Source: an optimization exercise on an open RTL-to-GDS flow (aim: small area). Production flows keep margins and buffers that such runs may drop.
Function was checked by simulation only, so behaviour that the tests miss may differ from the original.
Power figures rest on the tool's default switching activity, not on a simulated workload.

File: design/flow/config.mk
export PLATFORM = sky130hd
export DESIGN_NAME = data_mem_responder
export DESIGN_NICKNAME = data_mem_responder
export VERILOG_FILES = /design/flow/design.v
export SDC_FILE = /design/flow/constraint.sdc
export NUM_CORES = 4
export LEC_CHECK = 0
export CAP_MARGIN = 20
export CORE_MARGIN = 2
export CORE_UTILIZATION = 40
export SLEW_MARGIN = 20
File: design/flow/constraint.sdc
create_clock -name core_clock -period 4.0 [get_ports {clk}]
set_input_delay 0.8000 -clock core_clock [delete_from_list [all_inputs] [get_ports {clk}]]
set_output_delay 0.8000 -clock core_clock [all_outputs]
set_load 0.01 [all_outputs]
File: design/flow/design.v
package mem_bus_pkg;
    typedef enum logic [1:0] {
        ST_IDLE = 2'd0,
        ST_WAIT = 2'd1,
        ST_RESP = 2'd2
    } state_e;
    localparam int WORD_BYTES = 2;
    localparam int WAIT_CNT_W = 4;
endpackage
module data_mem_responder #(
    parameter int ADDR_W      = 8,
    parameter int DATA_W      = 16,
    parameter int WAIT_STATES = 1
) (
    input  logic              clk,
    input  logic              rst_n,
    input  logic              mem_req,
    input  logic              mem_we,
    input  logic [ADDR_W-1:0] mem_addr,
    input  logic [DATA_W-1:0] mem_in,
    output logic [DATA_W-1:0] mem_out,
    output logic              mem_ready,
    input  logic              ld_clear,
    input  logic              ld_valid,
    input  logic [7:0]        ld_byte,
    output logic              ld_ready
);
    localparam int WADDR_W = ADDR_W - 1;
    mem_bus_pkg::state_e                  state_q, state_d;
    logic [mem_bus_pkg::WAIT_CNT_W-1:0]   cnt_q, cnt_d;
    logic                    req_we_q, req_we_d;
    logic [WADDR_W-1:0]      req_addr_q, req_addr_d;
    logic [DATA_W-1:0]       req_data_q, req_data_d;
    logic [ADDR_W-1:0]       ld_ptr_q, ld_ptr_d;
    logic                    acc_go;
    logic                    acc_we;
    logic [WADDR_W-1:0]      acc_addr;
    logic [DATA_W-1:0]       acc_data;
    logic [mem_bus_pkg::WORD_BYTES-1:0]   ram_be;
    logic [WADDR_W-1:0]      ram_waddr;
    logic [DATA_W-1:0]       ram_wdata;
    logic                    ram_rd_en;
    logic                    ld_ready_c;
    always_comb begin
        state_d    = state_q;
        cnt_d      = cnt_q;
        req_we_d   = req_we_q;
        req_addr_d = req_addr_q;
        req_data_d = req_data_q;
        acc_go     = 1'b0;
        acc_we     = req_we_q;
        acc_addr   = req_addr_q;
        acc_data   = req_data_q;
        case (state_q)
            mem_bus_pkg::ST_IDLE: begin
                if (mem_req) begin
                    req_we_d   = mem_we;
                    req_addr_d = mem_addr[ADDR_W-1:1];
                    req_data_d = mem_in;
                    if (WAIT_STATES > 0) begin
                        state_d = mem_bus_pkg::ST_WAIT;
                        cnt_d   = mem_bus_pkg::WAIT_CNT_W'(WAIT_STATES - 1);
                    end else begin
                        state_d  = mem_bus_pkg::ST_RESP;
                        acc_go   = 1'b1;
                        acc_we   = mem_we;
                        acc_addr = mem_addr[ADDR_W-1:1];
                        acc_data = mem_in;
                    end
                end
            end
            mem_bus_pkg::ST_WAIT: begin
                if (cnt_q == '0) begin
                    state_d = mem_bus_pkg::ST_RESP;
                    acc_go  = 1'b1;
                end else begin
                    cnt_d = cnt_q - 1'b1;
                end
            end
            mem_bus_pkg::ST_RESP: begin
                state_d = mem_bus_pkg::ST_IDLE;
            end
            default: begin
                state_d = mem_bus_pkg::ST_IDLE;
            end
        endcase
    end
    assign ld_ready_c = (state_q == mem_bus_pkg::ST_IDLE) & ~mem_req & ~ld_clear;
    always_comb begin
        ld_ptr_d  = ld_ptr_q;
        ram_be    = '0;
        ram_waddr = acc_addr;
        ram_wdata = acc_data;
        ram_rd_en = 1'b0;
        if (ld_clear) begin
            ld_ptr_d = '0;
        end else if (ld_valid && ld_ready_c) begin
            ld_ptr_d  = ld_ptr_q + 1'b1;
            ram_be    = ld_ptr_q[0] ? 2'b10 : 2'b01;
            ram_waddr = ld_ptr_q[ADDR_W-1:1];
            ram_wdata = {mem_bus_pkg::WORD_BYTES{ld_byte}};
        end
        if (acc_go) begin
            if (acc_we) begin
                ram_be = '1;
            end else begin
                ram_rd_en = 1'b1;
            end
        end
    end
    always_ff @(posedge clk or negedge rst_n) begin
        if (!rst_n) begin
            state_q    <= mem_bus_pkg::ST_IDLE;
            cnt_q      <= '0;
            req_we_q   <= 1'b0;
            req_addr_q <= '0;
            req_data_q <= '0;
            ld_ptr_q   <= '0;
        end else begin
            state_q    <= state_d;
            cnt_q      <= cnt_d;
            req_we_q   <= req_we_d;
            req_addr_q <= req_addr_d;
            req_data_q <= req_data_d;
            ld_ptr_q   <= ld_ptr_d;
        end
    end
    mem_word_ram #(
        .AW    (WADDR_W),
        .DW    (DATA_W),
        .LANES (mem_bus_pkg::WORD_BYTES)
    ) u_ram (
        .clk     (clk),
        .rst_n   (rst_n),
        .wr_be   (ram_be),
        .wr_addr (ram_waddr),
        .wr_data (ram_wdata),
        .rd_en   (ram_rd_en),
        .rd_addr (acc_addr),
        .rd_data (mem_out)
    );
    assign mem_ready = (state_q == mem_bus_pkg::ST_RESP);
    assign ld_ready  = ld_ready_c;
endmodule
module mem_word_ram #(
    parameter int AW    = 7,
    parameter int DW    = 16,
    parameter int LANES = 2
) (
    input  logic             clk,
    input  logic             rst_n,
    input  logic [LANES-1:0] wr_be,
    input  logic [AW-1:0]    wr_addr,
    input  logic [DW-1:0]    wr_data,
    input  logic             rd_en,
    input  logic [AW-1:0]    rd_addr,
    output logic [DW-1:0]    rd_data
);
    logic [DW-1:0] mem_q [2**AW];
    logic [DW-1:0] rd_data_q;
    always_ff @(posedge clk) begin
        for (int i = 0; i < LANES; i++) begin
            if (wr_be[i]) begin
                mem_q[wr_addr][i*8 +: 8] <= wr_data[i*8 +: 8];
            end
        end
    end
    always_ff @(posedge clk or negedge rst_n) begin
        if (!rst_n) begin
            rd_data_q <= '0;
        end else if (rd_en) begin
            rd_data_q <= mem_q[rd_addr];
        end
    end
    assign rd_data = rd_data_q;
endmodule
File: design/flow/run.sh
#!/bin/bash
# synth_recipe.tcl (not shown) runs the flow's synth.tcl, then flattens the netlist and writes it again
# the make line also repeats each setting of config.mk as NAME=value (left out here)
make -C /OpenROAD-flow-scripts/flow DESIGN_CONFIG=/design/flow/config.mk WORK_HOME=/design/flow/orfs CLKGATE_MAP_FILE= SYNTH_SCRIPT=/design/flow/synth_recipe.tcl finish
==> run summary <==
how the worst min path moves through the flow:
stage,endpoint,slack (ns)
6_report,req_data_q[1],0.51
3_5_place_dp,req_data_q[14],0.50
5_1_grt,req_data_q[3],0.53
4_1_cts,u_ram.rd_data_q[7],0.15
2_1_floorplan,req_data_q[15],0.48
3_3_place_gp,req_data_q[4],0.49
synth_stat cells (41+ instances only):
cell type and number:
clkbuf_1 75, a21oi_1 61, mux2_2 51, buf_2 70, buf_6 42, mux2i_1 312, a22oi_1 68, mux4_2 370
o21ai_0 68, nand3_1 41, nand2_1 177, edfxtp_1 2048, nor2_1 303, o22ai_1 82, o221ai_1 44, dfrtp_1 54
kinds of logic after synthesis:
family | after synthesis
xor gates and xnor gates | 8
adders and majority gates | 3
muxes | 734
and+or+nand+nor | 677
buffers and inverters | 259
AOI/OAI and AO/OA | 450
DFF | 2102
per-stage QoR:
| stage | instances | hold WS [ns] |
|---|---|---|
| finish | 7718 | 0.509 |
| global route | 7716 | 0.525 |
| CTS | 7714 | 0.151 |
| detailed placement | 7331 | 0.496 |
| global placement | 7331 | 0.491 |
| floorplan | 4233 | 0.481 |
power by group:
group / internal, mW / switching [mW] / total [mW]
logic: 8.35 / 15.2 / 23.6
registers: 27.9 / 0.716 / 28.7
clock network: 11.5 / 8.38 / 19.9
total: 47.8 / 24.3 / 72.1
layer usage:
layer  up-vias  wire length [um]
met4         2              7630
li1      18600                 -
met2      2078            111000
met1     23500             92500
met3       343             18600
met5         -                13
registers in the layout, indices dropped and copies added, names as in the netlist:
name / flops
u_ram.mem_q: 2048
req_addr_q: 7
state_q: 2
ld_ptr_q: 8
u_ram.rd_data_q: 16
req_we_q: 1
cnt_q: 4
req_data_q: 16
final cells by class:
type	instances	area share [%]
flip-flops and latches	2102	64.4
clock inverters	127	1.50
inverters	8	0.0333
multi-input cells	1872	18.9
diodes	3	0.00768
well taps	2704	3.46
repair buffers	646	6.09
clock buffers	256	5.62
worst max-delay path, cell delays in order (launching register included):
cell	delay, ns
dfrtp_4	0.78
buf_12	0.28
buf_12	0.22
buf_4	0.19
mux2_2	0.34
a221oi_1	0.51
a221oi_1	0.19
nor3_1	0.38
buf_4	0.20
o31a_1	0.20
o21ai_1	0.10
timing repair:
action	4_1_cts	5_1_grt
setup buffers	0	0
setup endpoints to repair	0	0
endpoints found under the hold margin	0	32
hold buffers	0	1
==> results_dict.tcl <==
set metrics [dict create \
    worstPathArrival_ns 4.30 \
    setup_violations 0 \
    clk_pin_slew_ns 0.06 \
    finish.net_count 4880 \
    min_from "req_data_q[1]" \
    final_std_cell_area_no_fill_um2 97700 \
    multi_input_gate_area_in_the_final_layout_um2 18500 \
    synth_enable_flop_cells 2048 \
    post_drt_via_cell_ratio 5.77 \
    met2_usage_pct 34.9 \
    final.period_utilization_pct 89.7 \
    hold_class "flop to flop" \
    yosysWarningCount 2 \
    ys_async_sr_fraction_pct 2.57 \
    post-route-util_pct 47.3 \
    crit-reg2reg-launch "req_addr_q[0]" \
    worstMarginPinSlew_ns 1.07 \
    criticalPathCategory "flop to flop" \
    gpl.final_weighted_congestion 0.862 \
    finClkSkew_ns 0.0346 \
    synth_seq_cells 2102 \
    skew_pair_late_insertion_delay_ns 0.86 \
    num_vias 44500 \
    area_fraction_in_compound_gates_after_synthesis_pct 3.77 \
    gr-max-usage-layer "met2" \
    tritoncts "done" \
    grt_setup_unrepaired "false" \
    post_synth_inst_count 4233 \
    status "timing/DRC/antenna clean" \
    power.static_leakage_nw 32.2 \
    regToRegSetupSlack_ns 0.41 \
    yosys.area.top_type "edfxtp_1" \
    timing.slew.headroom_pct 28.8 \
    total_routed_length_mm 230 \
    maximum_number_of_pins_on_one_net_before_global_route_repair 83 \
    final_common_cell "edfxtp_1" \
    number_of_buffers_inserted_during_clock_tree_synthesis 209 \
    global_route_wire_length_before_repair_mm 325 \
    ioPinCount 56 \
    end_kind "flop" \
    powerDensity_nw_per_um2 738 \
    critPathRequiredTime_ns 4.71 \
    grt_overflow 0 \
    timing.fmax_mhz 279 \
    wl_per_cell_um 29.8 \
    holdPathStages 1 \
    dr.pass1.iters 6 \
    power.total_mw 72.1 \
    regArea_um2 62900 \
    finalWorstPathRequiredPeriod_ns 3.59 \
    areaGrowthSynthToFinish_pct 17.8 \
    crit_path_start "req_addr_q[0]" \
    groute.usage.overall_pct 21.5 \
    die-width_um 459 \
    postCtsResizedCells 0 \
    synth_top_family_by_area "multiplexers" \
    mappedNetlistNets 4274 \
    worst_setup_path_endpoint "u_ram.rd_data_q[14]" \
    r2r_cells 10 \
    synthDominantCellAreaShare_pct 74.2 \
    synth_area_per_cell_um2 19.6 \
    drive_gt1_share_pct 28.0 \
    synthAdderAreaFrac_pct 0.0453 \
    vdd.ir_drop.worst_uv 592 \
    layout_common_cells "edfxtp_1, buf_4, mux4_2, mux2i_1, nor2_1" \
    io_buffers 54 \
    antenna_found_initial 7 \
    post_synth_main_area_contributors "edfxtp_1, mux4_2, mux2i_1" \
    synth.area.mux_share_pct 14.5 \
    critPathLaunchType "flop" \
    initial_core_util_pct 40.1 \
    drv.max_cap_violation_count 0 \
    vias_in_the_first_global_route 43900 \
    end_of_the_worst_register_to_register_path "u_ram.rd_data_q[14]" \
    die_area_um2 211000 \
    clk_buf_depth 3 \
    synth_simple_gate_area_share_pct 3.66 \
    maxSlewViolCount 0 \
    synth.lib_cells_used.distinct 81 \
    aggregate_negative_setup_slack_ns 0 \
    grtUsageMet3_pct 3.71 \
    std_cell_core_area_um2 207000 \
    post_synth_xor_area_fraction_pct 0.0845 \
    dp_worst_setup_slack_ns 0.101 \
    synth-seq-area-share_pct 75.8 \
    met1_usage_pct 29.7 \
    antenna_violating_nets_post_route 0 \
    ys.flop_type "edfxtp_1" \
    post_dp_cell_area_um2 90700 \
    numClockSinks 2102 \
    place_hpwl_mm 148 \
    crit_fanout 20 \
    dr.first_iter.drc_count 5523 \
    fp.dieH_um 459 \
    number_of_hold_slack_violations_in_the_final_timing_report 0 \
    num-fill-cells 17000 \
    clock_tree.htree_level_count 4 \
    final_critical_path_setup_slack_ns 0.410 \
    syn_area_um2 82900 \
    cts.root.buffer_cell "clkbuf_16" \
    placementRows 167 \
    drc 0 \
]

[re-timing with driven ports]
The flow's constraints put no driver on any port. The routed layout listed below was extracted and timed again, unchanged, in two steps.
Step 1 sets driving cells, clkbuf_16 on the clock port and buf_2 on the other inputs (assumed; they add their load-dependent delay and slew).
Step 2 moves the port delays by t, midway between the first and last clock arrival at a register: inputs arrive t later, outputs are due t later. That takes back most of the time a late clock gives input paths.
a / b / c = ideal ports / drivers / drivers and shift; a / b = the first two.
shift t [ns]: 0.929
slack for setup (ns): 0.410 / 0.410 / 0.110
worst hold slack (ns): 0.509 / 0.447 / 0.509
worst setup path after step 2: input to register
worst slew at a driven data input, ns: 0.04
After both steps this run still meets setup and hold. The setup slack of this run moves by 0.000 ns with the drivers and by -0.300 ns with both steps.
